From an optimization exercise on the open Yosys and OpenROAD flow, aimed at small area and a short achievable clock period; shortcuts taken in it are not production practice.
Function was checked by simulation only, so behaviour that the tests miss may differ from the original.

==> flow/design.v, too long to show whole: its modules and the start of the top module <==
// module priority_scan_encoder: 1191 lines
module priority_scan_encoder #(
    parameter int WIDTH     = 256,
    parameter int IDXW      = $clog2(WIDTH),
    parameter bit MSB_FIRST = 1'b1
) (
    input  logic              clk,
    input  logic              rst_n,
    input  logic              in_valid,
    output logic              in_ready,
    input  logic [WIDTH-1:0]  in_vec,
    input  logic              abort,
    output logic              out_valid,
    input  logic              out_ready,
    output logic [IDXW-1:0]   out_index,
    output logic              out_last,
    output logic [IDXW:0]     out_remaining,
    output logic              zero_pulse
);
  // ...
==> flow/flow/run.sh <==
#!/bin/bash
# The standard layout (standard.sh) with two changes:
#  * synthesis: yosys's synth runs with -noabc, so the early quick abc pass
#    does not restructure the popcount tree before full adders are extracted
#    (fewer inverters around the adder cells); everything else in the
#    synthesis script is unchanged, the final abc mapping included.
#  * port buffers are buf_2 cells (BUFFER_PORTS_ARGS) instead of the delay
#    cells the resizer picks by default.
set -euo pipefail
export SYNTH_ARGS=-noabc
export BUFFER_PORTS_ARGS="-inputs -outputs -buffer_cell sky130_fd_sc_hd__buf_2"
bash standard.sh > standard_flow.log 2>&1
==> flow/standard.sh <==
#!/bin/bash
# synth_recipe.tcl (not shown) runs the flow's synth.tcl, then flattens the netlist and writes it again
# the make line also repeats each setting of config.mk as NAME=value (left out here)
make -C /OpenROAD-flow-scripts/flow DESIGN_CONFIG=/design/flow/config.mk WORK_HOME=/design/flow/orfs CLKGATE_MAP_FILE= SYNTH_SCRIPT=/design/flow/synth_recipe.tcl "${@:-finish}"
==> flow/config.mk <==
export PLATFORM = sky130hd
export DESIGN_NAME = priority_scan_encoder
export DESIGN_NICKNAME = priority_scan_encoder
export VERILOG_FILES = /design/flow/design.v
export SDC_FILE = /design/flow/constraint.sdc
export NUM_CORES = 4
export LEC_CHECK = 0
export CAP_MARGIN = 20
export CORE_MARGIN = 2
export CORE_UTILIZATION = 35
export SETUP_SLACK_MARGIN = 4.7
export SLEW_MARGIN = 20
export TNS_END_PERCENT = 100
==> flow/constraint.sdc <==
create_clock -name core_clock -period 10.0 [get_ports {clk}]
set_input_delay 2.0000 -clock core_clock [delete_from_list [all_inputs] [get_ports {clk}]]
set_output_delay 2.0000 -clock core_clock [all_outputs]
set_load 0.01 [all_outputs]
==> flow_summary.toml, run 1 <==
[status]
outcome = "no timing/DRC/antenna violations"

[logic_synthesis]
ys.flop_type = "edfxtp_1"
synth_common_cells = "256 x edfxtp_1, 247 x fa_1, 173 x nand2_1"
ys_warn_count = 58
synth.most_common_cell = "edfxtp_1"
syn-cell-area_sq_um = 21900
synthAdderAreaFrac_pct = 25.6
synth_nets = 2453
synth_top_family_by_area = "adder cells"

[cts]
root_buffer = "clkbuf_16"
cts_resized = 118
cts_max_level = 2
post-cts-setup-buffer-count = 61

[global_routing]
grt_pass1_wl_um = 146000
grtUsageTotal_pct = 33.1
top_usage_layer = "met2"
grt_max_degree = 82

[hold_path]
whs_path_depth = 2
hold_path.class = "flop to flop"

[final_layout]
clockNetworkAreaShare_pct = 4.82
final_cell_mix = "275 x buf_2, 256 x edfxtp_1, 242 x fa_1"
largestClassByArea = "multi-input combinational cells"
multi_input_area_share_pct = 47.5
layout.nonclk_buf_share_pct = 8.87
num-nonclk-buffers = 399

[floorplan]
num_io_pins = 282
die_area_sq_um = 64600

[worst_setup_path]
crit_arrival_ns = 4.38
slowest_delay_ns = 0.58
cp_slowest_cell = "or4_4"
rr_worst_depth = 14

[sta]
rsz0062_at_grt = "true"
slew_violations = 0
finalWorstSetupSlack_ns = 3.62
period_minus_slack_ns = 6.38

[detailed_routing]
vias = 19100
viasPerCell = 6.05

[placed_design]
gp_congestion = 1.07
==> run 2: changes to the inputs <==
--- a/flow/design.v
+++ b/flow/design.v
@@ -11,17 +11,17 @@
     input  logic              abort,
     output logic              out_valid,
     input  logic              out_ready,
     output logic [IDXW-1:0]   out_index,
     output logic              out_last,
     output logic [IDXW:0]     out_remaining,
     output logic              zero_pulse
 );
-    localparam int NCUT = 30;
+    localparam int NCUT = 26;
     logic             alive;       
     logic             busy;        
     logic             zp;          
     logic [WIDTH-1:0] pend;        
     logic [NCUT-1:0]  cq;          
     logic ps_1;
     logic ps_2;
     logic ps_3;
@@ -475,16 +475,24 @@
     logic ps_451;
     logic ps_452;
     logic ps_453;
     logic ps_454;
     logic ps_455;
     logic ps_456;
     logic ps_457;
     logic ps_458;
+    logic ps_459;
+    logic ps_460;
+    logic ps_461;
+    logic ps_462;
+    logic ps_463;
+    logic ps_464;
+    logic ps_465;
+    logic ps_466;
     assign ps_1 = in_vec[0] ^ in_vec[100] ^ in_vec[101];
     assign ps_2 = (in_vec[0] & in_vec[100]) | (in_vec[0] & in_vec[101]) | (in_vec[100] & in_vec[101]);
     assign ps_3 = in_vec[102] ^ in_vec[103] ^ in_vec[104];
     assign ps_4 = (in_vec[102] & in_vec[103]) | (in_vec[102] & in_vec[104]) | (in_vec[103] & in_vec[104]);
     assign ps_5 = in_vec[105] ^ in_vec[106] ^ in_vec[107];
     assign ps_6 = (in_vec[105] & in_vec[106]) | (in_vec[105] & in_vec[107]) | (in_vec[106] & in_vec[107]);
     assign ps_7 = in_vec[108] ^ in_vec[109] ^ in_vec[10];
     assign ps_8 = (in_vec[108] & in_vec[109]) | (in_vec[108] & in_vec[10]) | (in_vec[109] & in_vec[10]);
@@ -929,51 +937,55 @@
     assign ps_447 = ps_435 ^ ps_437 ^ ps_439;
     assign ps_448 = (ps_435 & ps_437) | (ps_435 & ps_439) | (ps_437 & ps_439);
     assign ps_449 = ps_416 ^ ps_418 ^ ps_420;
     assign ps_450 = (ps_416 & ps_418) | (ps_416 & ps_420) | (ps_418 & ps_420);
     assign ps_451 = ps_422 ^ ps_424 ^ ps_426;
     assign ps_452 = (ps_422 & ps_424) | (ps_422 & ps_426) | (ps_424 & ps_426);
     assign ps_453 = ps_441 ^ ps_443 ^ ps_445;
     assign ps_454 = (ps_441 & ps_443) | (ps_441 & ps_445) | (ps_443 & ps_445);
-    assign ps_455 = ps_436 ^ ps_438 ^ ps_440;
-    assign ps_456 = (ps_436 & ps_438) | (ps_436 & ps_440) | (ps_438 & ps_440);
-    assign ps_457 = ps_442 ^ ps_444 ^ ps_446;
-    assign ps_458 = (ps_442 & ps_444) | (ps_442 & ps_446) | (ps_444 & ps_446);
+    assign ps_455 = ps_447 ^ ps_428 ^ ps_430;
+    assign ps_456 = (ps_447 & ps_428) | (ps_447 & ps_430) | (ps_428 & ps_430);
+    assign ps_457 = ps_432 ^ ps_434 ^ ps_449;
+    assign ps_458 = (ps_432 & ps_434) | (ps_432 & ps_449) | (ps_434 & ps_449);
+    assign ps_459 = ps_436 ^ ps_438 ^ ps_440;
+    assign ps_460 = (ps_436 & ps_438) | (ps_436 & ps_440) | (ps_438 & ps_440);
+    assign ps_461 = ps_442 ^ ps_444 ^ ps_446;
+    assign ps_462 = (ps_442 & ps_444) | (ps_442 & ps_446) | (ps_444 & ps_446);
+    assign ps_463 = ps_459 ^ ps_448 ^ ps_450;
+    assign ps_464 = (ps_459 & ps_448) | (ps_459 & ps_450) | (ps_448 & ps_450);
+    assign ps_465 = ps_452 ^ ps_454 ^ ps_461;
+    assign ps_466 = (ps_452 & ps_454) | (ps_452 & ps_461) | (ps_454 & ps_461);
     logic [NCUT-1:0] cd;    
     assign cd[0] = ps_251;    
     assign cd[1] = ps_253;    
     assign cd[2] = ps_373;    
     assign cd[3] = ps_375;    
     assign cd[4] = ps_377;    
     assign cd[5] = ps_376;    
     assign cd[6] = ps_378;    
     assign cd[7] = ps_427;    
     assign cd[8] = ps_429;    
     assign cd[9] = ps_431;    
     assign cd[10] = ps_433;    
-    assign cd[11] = ps_447;    
-    assign cd[12] = ps_428;    
-    assign cd[13] = ps_430;    
-    assign cd[14] = ps_432;    
-    assign cd[15] = ps_434;    
-    assign cd[16] = ps_449;    
-    assign cd[17] = ps_451;    
-    assign cd[18] = ps_453;    
-    assign cd[19] = ps_455;    
-    assign cd[20] = ps_448;    
-    assign cd[21] = ps_450;    
-    assign cd[22] = ps_452;    
-    assign cd[23] = ps_454;    
-    assign cd[24] = ps_457;    
-    assign cd[25] = ps_456;    
-    assign cd[26] = ps_458;    
-    assign cd[27] = 1'b0;    
-    assign cd[28] = 1'b0;    
-    assign cd[29] = 1'b0;    
+    assign cd[11] = ps_451;    
+    assign cd[12] = ps_453;    
+    assign cd[13] = ps_455;    
+    assign cd[14] = ps_457;    
+    assign cd[15] = ps_456;    
+    assign cd[16] = ps_458;    
+    assign cd[17] = ps_463;    
+    assign cd[18] = ps_465;    
+    assign cd[19] = ps_460;    
+    assign cd[20] = ps_462;    
+    assign cd[21] = ps_464;    
+    assign cd[22] = ps_466;    
+    assign cd[23] = 1'b0;    
+    assign cd[24] = 1'b0;    
+    assign cd[25] = 1'b0;    
     logic qs_1;
     logic qs_2;
     logic qs_3;
     logic qs_4;
     logic qs_5;
     logic qs_6;
     logic qs_7;
     logic qs_8;
@@ -992,63 +1004,47 @@
     logic qs_21;
     logic qs_22;
     logic qs_23;
     logic qs_24;
     logic qs_25;
     logic qs_26;
     logic qs_27;
     logic qs_28;
-    logic qs_29;
-    logic qs_30;
-    logic qs_31;
-    logic qs_32;
-    logic qs_33;
-    logic qs_34;
-    logic qs_35;
-    logic qs_36;
-    assign qs_1 = cq[2] ^ cq[3] ^ cq[4];
-    assign qs_2 = (cq[2] & cq[3]) | (cq[2] & cq[4]) | (cq[3] & cq[4]);
-    assign qs_3 = cq[10] ^ cq[5] ^ cq[6];
-    assign qs_4 = (cq[10] & cq[5]) | (cq[10] & cq[6]) | (cq[5] & cq[6]);
-    assign qs_5 = cq[7] ^ cq[8] ^ cq[9];
-    assign qs_6 = (cq[7] & cq[8]) | (cq[7] & cq[9]) | (cq[8] & cq[9]);
-    assign qs_7 = qs_2 ^ qs_3 ^ qs_5;
-    assign qs_8 = (qs_2 & qs_3) | (qs_2 & qs_5) | (qs_3 & qs_5);
-    assign qs_9 = cq[11] ^ cq[12] ^ cq[13];
-    assign qs_10 = (cq[11] & cq[12]) | (cq[11] & cq[13]) | (cq[12] & cq[13]);
-    assign qs_11 = cq[14] ^ cq[15] ^ cq[16];
-    assign qs_12 = (cq[14] & cq[15]) | (cq[14] & cq[16]) | (cq[15] & cq[16]);
+    assign qs_1 = cq[10] ^ cq[5] ^ cq[6];
+    assign qs_2 = (cq[10] & cq[5]) | (cq[10] & cq[6]) | (cq[5] & cq[6]);
+    assign qs_3 = cq[11] ^ cq[12];
+    assign qs_4 = cq[11] & cq[12];
+    assign qs_5 = cq[15] ^ cq[16];
+    assign qs_6 = cq[15] & cq[16];
+    assign qs_7 = cq[19] ^ cq[20];
+    assign qs_8 = cq[19] & cq[20];
+    assign qs_9 = cq[7] ^ cq[8];
+    assign qs_10 = cq[7] & cq[8];
+    assign qs_11 = cq[13] ^ cq[14] ^ qs_3;
+    assign qs_12 = (cq[13] & cq[14]) | (cq[13] & qs_3) | (cq[14] & qs_3);
     assign qs_13 = cq[17] ^ cq[18] ^ qs_4;
     assign qs_14 = (cq[17] & cq[18]) | (cq[17] & qs_4) | (cq[18] & qs_4);
-    assign qs_15 = qs_6 ^ qs_11 ^ qs_9;
-    assign qs_16 = (qs_6 & qs_11) | (qs_6 & qs_9) | (qs_11 & qs_9);
-    assign qs_17 = qs_13 ^ qs_8 ^ qs_15;
-    assign qs_18 = (qs_13 & qs_8) | (qs_13 & qs_15) | (qs_8 & qs_15);
-    assign qs_19 = cq[19] ^ cq[20] ^ cq[21];
-    assign qs_20 = (cq[19] & cq[20]) | (cq[19] & cq[21]) | (cq[20] & cq[21]);
-    assign qs_21 = cq[22] ^ cq[23] ^ cq[24];
-    assign qs_22 = (cq[22] & cq[23]) | (cq[22] & cq[24]) | (cq[23] & cq[24]);
-    assign qs_23 = qs_10 ^ qs_12 ^ qs_19;
-    assign qs_24 = (qs_10 & qs_12) | (qs_10 & qs_19) | (qs_12 & qs_19);
-    assign qs_25 = qs_21 ^ qs_14 ^ qs_16;
-    assign qs_26 = (qs_21 & qs_14) | (qs_21 & qs_16) | (qs_14 & qs_16);
-    assign qs_27 = qs_23 ^ qs_18 ^ qs_25;
-    assign qs_28 = (qs_23 & qs_18) | (qs_23 & qs_25) | (qs_18 & qs_25);
-    assign qs_29 = cq[25] ^ cq[26] ^ qs_20;
-    assign qs_30 = (cq[25] & cq[26]) | (cq[25] & qs_20) | (cq[26] & qs_20);
-    assign qs_31 = qs_22 ^ qs_24 ^ qs_29;
-    assign qs_32 = (qs_22 & qs_24) | (qs_22 & qs_29) | (qs_24 & qs_29);
-    assign qs_33 = qs_26 ^ qs_31 ^ qs_28;
-    assign qs_34 = (qs_26 & qs_31) | (qs_26 & qs_28) | (qs_31 & qs_28);
-    assign qs_35 = cq[27] ^ qs_30 ^ qs_32;
-    assign qs_36 = (cq[27] & qs_30) | (cq[27] & qs_32) | (qs_30 & qs_32);
+    assign qs_15 = cq[21] ^ cq[22] ^ qs_6;
+    assign qs_16 = (cq[21] & cq[22]) | (cq[21] & qs_6) | (cq[22] & qs_6);
+    assign qs_17 = cq[2] ^ cq[3];
+    assign qs_18 = cq[2] & cq[3];
+    assign qs_19 = cq[9] ^ qs_9 ^ qs_1;
+    assign qs_20 = (cq[9] & qs_9) | (cq[9] & qs_1) | (qs_9 & qs_1);
+    assign qs_21 = qs_10 ^ qs_2 ^ qs_11;
+    assign qs_22 = (qs_10 & qs_2) | (qs_10 & qs_11) | (qs_2 & qs_11);
+    assign qs_23 = qs_5 ^ qs_13 ^ qs_12;
+    assign qs_24 = (qs_5 & qs_13) | (qs_5 & qs_12) | (qs_13 & qs_12);
+    assign qs_25 = qs_7 ^ qs_14 ^ qs_15;
+    assign qs_26 = (qs_7 & qs_14) | (qs_7 & qs_15) | (qs_14 & qs_15);
+    assign qs_27 = cq[23] ^ qs_8 ^ qs_16;
+    assign qs_28 = (cq[23] & qs_8) | (cq[23] & qs_16) | (qs_8 & qs_16);
     logic [IDXW:0] sum_a, sum_b, total, total_m1;
-    assign sum_a = {cq[29], cq[28], qs_35, qs_33, qs_27, qs_17, qs_7, qs_1, cq[0]};
-    assign sum_b = {1'b0, qs_36, qs_34, 1'b0, 1'b0, 1'b0, 1'b0, 1'b0, cq[1]};
+    assign sum_a = {cq[25], qs_28, qs_26, qs_24, qs_22, qs_20, qs_18, qs_17, cq[0]};
+    assign sum_b = {1'b0, cq[24], qs_27, qs_25, qs_23, qs_21, qs_19, cq[4], cq[1]};
     logic [IDXW:0] g0, p0;
     assign g0 = sum_a & sum_b;
     assign p0 = sum_a ^ sum_b;
     logic [IDXW:0] gk [0:4];
     logic [IDXW:0] pk [0:4];
     always_comb begin
         gk[0] = g0;
         pk[0] = p0;
@@ -1066,19 +1062,16 @@
     end
     assign total    = p0 ^ {gk[4][IDXW-1:0], 1'b0};
     assign total_m1 = total - 1'b1;
     localparam logic [IDXW:0] ONE = (IDXW+1)'(1);
     logic last;
     assign last = ((sum_a ^ sum_b ^ ONE) ==
                    {((sum_a[IDXW-1:0] & sum_b[IDXW-1:0]) |
                      ((sum_a[IDXW-1:0] | sum_b[IDXW-1:0]) & ~ONE[IDXW-1:0])), 1'b0});
-    logic [3:0]  c_grp;
-    logic [15:0] g_lt;
-    logic [15:0] c_bits;
     function automatic logic [4:0] pe16(input logic [15:0] v);
         logic [7:0] a1; logic       i1 [0:7];
         logic [3:0] a2; logic [1:0] i2 [0:3];
         logic [1:0] a3; logic [2:0] i3 [0:1];
         for (int i = 0; i < 8; i++) begin
             a1[i] = v[2*i+1] | v[2*i];
             i1[i] = v[2*i+1];
         end
@@ -1087,40 +1080,52 @@
             i2[i] = a1[2*i+1] ? {1'b1, i1[2*i+1]} : {1'b0, i1[2*i]};
         end
         for (int i = 0; i < 2; i++) begin
             a3[i] = a2[2*i+1] | a2[2*i];
             i3[i] = a2[2*i+1] ? {1'b1, i2[2*i+1]} : {1'b0, i2[2*i]};
         end
         pe16 = {a3[1] | a3[0], a3[1] ? {1'b1, i3[1]} : {1'b0, i3[0]}};
     endfunction
-    logic [15:0] g_any;           
-    logic [3:0]  g_idx [0:15];    
+    function automatic logic [IDXW-1:0] pe256(input logic [WIDTH-1:0] v);
+        logic [15:0] any;
+        logic [3:0]  idx [0:15];
+        logic [4:0]  r, t;
+        for (int g = 0; g < 16; g++) begin
+            r = pe16(v[16*g +: 16]);
+            any[g] = r[4];
+            idx[g] = r[3:0];
+        end
+        t = pe16(any);
+        pe256 = {t[3:0], idx[t[3:0]]};
+    endfunction
+    logic [IDXW-1:0] idx_q;       
+    logic [15:0]     g_any;       
+    logic [3:0]      g_idx [0:15];
     always_comb begin
         for (int g = 0; g < 16; g++) begin
             logic [4:0] r;
             r = pe16(pend[16*g +: 16]);
             g_any[g] = r[4];
             g_idx[g] = r[3:0];
         end
     end
+    logic [3:0]      c_hi, c_lo;
+    logic [15:0]     c_bits, g_lt;
     logic [4:0]      c_pe, g_pe;
-    logic [IDXW-1:0] win;
-    logic [3:0]      win_hi, win_lo;
-    assign c_pe   = pe16(c_bits);
-    assign g_pe   = pe16(g_any & g_lt);
-    assign win_hi = c_pe[4] ? c_grp : g_pe[3:0];
-    assign win_lo = c_pe[4] ? c_pe[3:0] : g_idx[g_pe[3:0]];
-    assign win    = {win_hi, win_lo};
-    logic [15:0] c_bits_nxt, g_lt_nxt;
+    logic [IDXW-1:0] nxt;
     always_comb begin
         logic [15:0] grp;
-        grp = pend[16*win_hi +: 16];
-        for (int k = 0; k < 16; k++) c_bits_nxt[k] = grp[k] && (4'(k) < win_lo);
-        for (int g = 0; g < 16; g++) g_lt_nxt[g] = (4'(g) < win_hi);
+        {c_hi, c_lo} = idx_q;
+        grp = pend[16*c_hi +: 16];
+        for (int k = 0; k < 16; k++) c_bits[k] = grp[k] && (4'(k) < c_lo);
+        for (int g = 0; g < 16; g++) g_lt[g] = (4'(g) < c_hi);
+        c_pe = pe16(c_bits);
+        g_pe = pe16(g_any & g_lt);
+        nxt  = c_pe[4] ? {c_hi, c_pe[3:0]} : {g_pe[3:0], g_idx[g_pe[3:0]]};
     end
     wire accept  = in_valid && alive && !busy && !abort;
     wire deliver = busy && out_ready && !abort;
     wire nonzero = |in_vec;
     always_ff @(posedge clk or negedge rst_n) begin
         if (!rst_n) begin
             alive <= 1'b0;
             busy  <= 1'b0;
@@ -1131,61 +1136,57 @@
             if (accept)
                 busy <= nonzero;
             else if (busy && abort)
                 busy <= 1'b0;
             else if (deliver && last)
                 busy <= 1'b0;
         end
     end
+    wire keep = busy && !abort;
     logic [IDXW:0]   total_nxt;
     assign total_nxt = deliver ? total_m1 : total;
     logic [NCUT-1:0] cq_nxt;
-    assign cq_nxt[0] = busy ? total_nxt[0] : cd[0];
-    assign cq_nxt[1] = !busy && cd[1];
-    assign cq_nxt[2] = busy ? total_nxt[1] : cd[2];
-    assign cq_nxt[3] = !busy && cd[3];
-    assign cq_nxt[4] = !busy && cd[4];
-    assign cq_nxt[5] = busy ? total_nxt[2] : cd[5];
-    assign cq_nxt[6] = !busy && cd[6];
-    assign cq_nxt[7] = !busy && cd[7];
-    assign cq_nxt[8] = !busy && cd[8];
-    assign cq_nxt[9] = !busy && cd[9];
-    assign cq_nxt[10] = !busy && cd[10];
-    assign cq_nxt[11] = busy ? total_nxt[3] : cd[11];
-    assign cq_nxt[12] = !busy && cd[12];
-    assign cq_nxt[13] = !busy && cd[13];
-    assign cq_nxt[14] = !busy && cd[14];
-    assign cq_nxt[15] = !busy && cd[15];
-    assign cq_nxt[16] = !busy && cd[16];
-    assign cq_nxt[17] = !busy && cd[17];
-    assign cq_nxt[18] = !busy && cd[18];
-    assign cq_nxt[19] = busy ? total_nxt[4] : cd[19];
-    assign cq_nxt[20] = !busy && cd[20];
-    assign cq_nxt[21] = !busy && cd[21];
-    assign cq_nxt[22] = !busy && cd[22];
-    assign cq_nxt[23] = !busy && cd[23];
-    assign cq_nxt[24] = !busy && cd[24];
-    assign cq_nxt[25] = busy ? total_nxt[5] : cd[25];
-    assign cq_nxt[26] = !busy && cd[26];
-    assign cq_nxt[27] = busy ? total_nxt[6] : cd[27];
-    assign cq_nxt[28] = busy ? total_nxt[7] : cd[28];
-    assign cq_nxt[29] = busy ? total_nxt[8] : cd[29];
-    always_ff @(posedge clk) cq <= cq_nxt;
+    assign cq_nxt[0] = accept ? cd[0] : (keep && total_nxt[0]);
+    assign cq_nxt[1] = accept && cd[1];
+    assign cq_nxt[2] = accept ? cd[2] : (keep && total_nxt[1]);
+    assign cq_nxt[3] = accept && cd[3];
+    assign cq_nxt[4] = accept && cd[4];
+    assign cq_nxt[5] = accept ? cd[5] : (keep && total_nxt[2]);
+    assign cq_nxt[6] = accept && cd[6];
+    assign cq_nxt[7] = accept && cd[7];
+    assign cq_nxt[8] = accept && cd[8];
+    assign cq_nxt[9] = accept && cd[9];
+    assign cq_nxt[10] = accept && cd[10];
+    assign cq_nxt[11] = accept ? cd[11] : (keep && total_nxt[3]);
+    assign cq_nxt[12] = accept && cd[12];
+    assign cq_nxt[13] = accept && cd[13];
+    assign cq_nxt[14] = accept && cd[14];
+    assign cq_nxt[15] = accept ? cd[15] : (keep && total_nxt[4]);
+    assign cq_nxt[16] = accept && cd[16];
+    assign cq_nxt[17] = accept && cd[17];
+    assign cq_nxt[18] = accept && cd[18];
+    assign cq_nxt[19] = accept ? cd[19] : (keep && total_nxt[5]);
+    assign cq_nxt[20] = accept && cd[20];
+    assign cq_nxt[21] = accept && cd[21];
+    assign cq_nxt[22] = accept && cd[22];
+    assign cq_nxt[23] = accept ? cd[23] : (keep && total_nxt[6]);
+    assign cq_nxt[24] = accept ? cd[24] : (keep && total_nxt[7]);
+    assign cq_nxt[25] = accept ? cd[25] : (keep && total_nxt[8]);
+    always_ff @(posedge clk or negedge rst_n) begin
+        if (!rst_n) cq <= '0;
+        else        cq <= cq_nxt;
+    end
     always_ff @(posedge clk) begin
         if (!busy) begin
             pend <= in_vec;
-            c_grp  <= '0;
-            g_lt   <= '1;
-            c_bits <= '0;
+            idx_q <= pe256(in_vec);
         end else if (deliver) begin
-            c_grp  <= win_hi;
-            g_lt   <= g_lt_nxt;
-            c_bits <= c_bits_nxt;
+            idx_q <= nxt;
         end
     end
     assign in_ready      = alive && !busy;
     assign out_valid     = busy;
-    assign out_index     = win;
-    assign out_last      = busy && last;
-    assign out_remaining = busy ? total : '0;
+    assign out_index     = idx_q;
+    assign out_last      = last;
+    assign out_remaining = total;
     assign zero_pulse    = zp;
 endmodule
==> flow/config.mk (replaced) <==
export PLATFORM = sky130hd
export DESIGN_NAME = priority_scan_encoder
export DESIGN_NICKNAME = priority_scan_encoder
export VERILOG_FILES = /design/flow/design.v
export SDC_FILE = /design/flow/constraint.sdc
export NUM_CORES = 4
export LEC_CHECK = 0
export CAP_MARGIN = 20
export CORE_MARGIN = 2
export CORE_UTILIZATION = 55
export SETUP_SLACK_MARGIN = 4.7
export SLEW_MARGIN = 20
export TNS_END_PERCENT = 100
==> run 2 against run 1 <==
  * Synthesized cell count grew 3.2%
  * Maximum frequency rose by 14%
  * Register-to-register slack better by 0.10 ns
  * Cell count is 9.9% lower
  * Global-route usage increased by 11 points
  * Non-clock buffer count is 78 lower
  * Clock skew is 0.0042 ns higher
  * Area after synthesis rose by 5.9%
  * Worst setup slack gained 0.77 ns
  * Die area decreased by 32%
  * Largest cell class unchanged
==> flow_summary.toml, run 2 <==
[status]
outcome = "no timing/DRC/antenna violations"

[logic_synthesis]
synth_nets = 2519
synth_common_cells = "263 x edfxtp_1, 243 x fa_1, 174 x inv_1"
syn-cell-area_sq_um = 23200
ys.flop_type = "edfxtp_1"
async_flop_share_pct = 9.93
netlist_instances = 1954
synthAdderAreaFrac_pct = 24.3
synth_area_leader_cell = "edfxtp_1"
synth-simple-area-share_pct = 13.9
synth-compound-area-share_pct = 12.7
syn_area_per_cell_sq_um = 11.9
synth_top_family_by_area = "adder cells"
synth_area_leaders = "edfxtp_1 34%, fa_1 21%, mux4_2 6.5%, ha_1 3.3%, dfrtp_1 3.1%"
ys_seq_elements = 292
synth_edf_count = 263
ys_seq_area_share_pct = 37.2
ys_warn_count = 110
synth.distinct_cells = 88
synth.most_common_cell = "edfxtp_1"
muxShareOfSynthArea_pct = 7.48
synthXorXnorAreaFrac_pct = 0.793
synth_top_area_share_pct = 34.1

[placed_design]
gp_congestion = 1.10
place_ws_ns = 3.79
dpl.hpwl_um = 78400
io_buffer_count = 281

[final_layout]
reg.largest.list = "pend (255), cq (26), idx_q (8)"
largest_register = "pend"
area_growth_pct = 16.8
fillers = 3273
nNetsFinal = 2837
largest_reg_flops = 255
final_common_cell = "buf_2"
final_cell_mix = "279 x buf_2, 263 x edfxtp_1, 171 x inv_1"
layout-drive-gt1-share_pct = 26.8

[detailed_routing]
drtIter0Drc = 2574
viasPerCell = 6.89
antenna_left = 0
drc = 0
vias = 19600
dr.pass1.iters = 6
wl_per_cell_um = 33.4
wl_um = 94900

[cts]
numCtsBuffers = 37
root_buffer = "clkbuf_16"
cts_tree = "built"
cts_max_level = 2
cts_buffer_depth = 3
clkLatencyLatePin_ns = 0.56
cts.sinks = 292
cts.clk_slew.worst_paths_ns = 0.05

[sta]
slew_headroom_pct = 21.4
fin_crit_sh_pct = 56.1
rsz0062_at_grt = "true"
finalWorstSetupSlack_ns = 4.39
fin_setup_tns_ns = 0
slew_violations = 0
hold_viol = 0
period_minus_slack_ns = 5.61
worst_pin_slew_ns = 1.17
setup_viol = 0
finClkSkew_ns = 0.0158
timing.hold.ws_ns = 0.714
fmax_mhz = 178

[worst_setup_path]
slowest_delay_ns = 0.55
path_class = "flop to primary output"
cp_slowest_cell = "fa_1"
worst_setup_path_start_kind = "flop"
worstPathRequired_ns = 8.00
crit_path_end_kind = "primary output"
crit_family = "adder cells"
critPathBufInv = 3
rr_worst_depth = 10
reg2reg_slack_ns = 4.81
reg2reg_from = "pend[232]$_DFFE_PN_"
cp_max_fo = 2
crit_arrival_ns = 3.61
rr_endpoint = "idx_q[0]$_DFFE_PP_"
path_cells = "ha_1, fa_1, fa_1, inv_2, ha_4, inv_4, nor2_4, nor2_2, o21bai_1, a21oi_2, o21bai_1, a21oi_1, xnor2_1, buf_2"

[floorplan]
die_area_sq_um = 43800
initial_core_util_pct = 55.5
die_w_um = 209
row_count = 75
die_h_um = 209
num_io_pins = 282
core_sq_um = 41800

[global_routing]
grt_overflow = 0
grt_max_degree = 178
grt_pass1_vias = 19000
grtUsageTotal_pct = 44.0
antenna_found_initial = 6
grt_pass1_wl_um = 135000

[hold_path]
hold_end = "cq[25]$_DFF_PN0_"
min_from = "cq[25]$_DFF_PN0_"
whs_path_depth = 3
hold_path.class = "flop to flop"

[job]
cap_viol_max_count = 0
[run 2: area by class of cell]
| cell class | instances | area (sq um) | area share, % |
|---|---|---|---|
| tap | 539 | 674 | 2.49 |
| clock buffer | 50 | 1020 | 3.76 |
| multi-input combinational | 1445 | 14200 | 52.5 |
| antenna | 5 | 12.5 | 0.0462 |
| sequential | 292 | 8620 | 31.8 |
| clock inverter | 12 | 154 | 0.568 |
| inverter | 175 | 663 | 2.45 |
| timing repair buffer | 321 | 1730 | 6.39 |
[run 2: per-layer routing]
metal	GRT usage, %	up-vias	part of all wire, %
met5	0	-	0.013
met2	66.6	1393	45
met3	12.8	309	12
met1	57.7	9852	36
met4	24.0	2	7.0
li1	-	7994	-
[run 2: worst max path at each step]
stage               slack [ns]                 end  cells after the start             start
floorplan                 4.62    cq[13]$_DFF_PN0_                      8       in_vec[220]
global placement          3.85  idx_q[0]$_DFFE_PP_                     13       in_vec[238]
detailed placement        3.79  idx_q[0]$_DFFE_PP_                     13       in_vec[238]
CTS                       4.43    out_remaining[8]                     14  cq[11]$_DFF_PN0_
global route              4.27    out_remaining[8]                     14  cq[11]$_DFF_PN0_
finish                    4.39    out_remaining[8]                     14  cq[11]$_DFF_PN0_
[run 2: tightest hold or removal path, delay by kind of cell (launching register included)]
| family | cells | cell delay, ns |
|---|---|---|
| flip-flops | 1 | 0.37 |
| XOR/XNOR | 2 | 0.27 |
| AND/OR/NAND/NOR | 1 | 0.04 |
[run 2: cells by family (layout without fill, tap and decap cells)]
| logic type | count (synthesis) | count (layout) |
|---|---|---|
| and+or+nand+nor | 599 | 599 |
| AOI/OAI and AO/OA | 431 | 431 |
| adders and majority gates | 304 | 304 |
| DFF | 292 | 292 |
| buffers and inverters | 217 | 558 |
| muxes | 89 | 89 |
| xor gates and xnor gates | 21 | 21 |
| other | 1 | 6 |
[run 2: through the flow]
stage               utilization (%)  std cells  instance area [sq um]
global route                   64.8       2834                  27100
finish                         64.9       2839                  27100
global placement               61.0       2750                  25500
floorplan                         -       1954                  23400
detailed placement             61.0       2750                  25500
CTS                            64.4       2824                  26900
[run 2: timing repair]
item | 4_1_cts | 5_1_grt
hold buffers | 0 | 0
setup buffers | 11 | 10
gates resized for setup | 27 | 34
pin swaps | 20 | 36
endpoints found under the setup margin | 15 | 16
cloned | 1 | 0

-- static timing again, ports no longer ideal --
In the flow no input, the clock included, has a driving cell. The finished layouts below were timed again as built, in two steps.
Step 1 sets driving cells, clkbuf_16 on the clock port and buf_2 on the other inputs (assumed; they add their load-dependent delay and slew).
Step 2 times the ports against the registers' clock, not the clock port: input delays grow and output delays shrink by t, the midpoint of the rising clock arrivals with the driver on.
Slacks: ideal / step 1 / step 2; pairs: ideal / step 1.
run	t, ns	setup WS [ns]	hold WS [ns]	latest minus earliest clock arrival (ns)
run 1	0.621	3.616 / 3.554 / 4.172	0.472 / 0.472 / 0.472	0.014 / 0.014
run 2	0.613	4.386 / 4.323 / 4.131	0.714 / 0.714 / 0.714	0.017 / 0.016
After both steps every run listed still meets setup and hold. For run 2, which loses most, drivers alone change the setup slack by -0.063 ns; drivers and shift together by -0.255 ns.
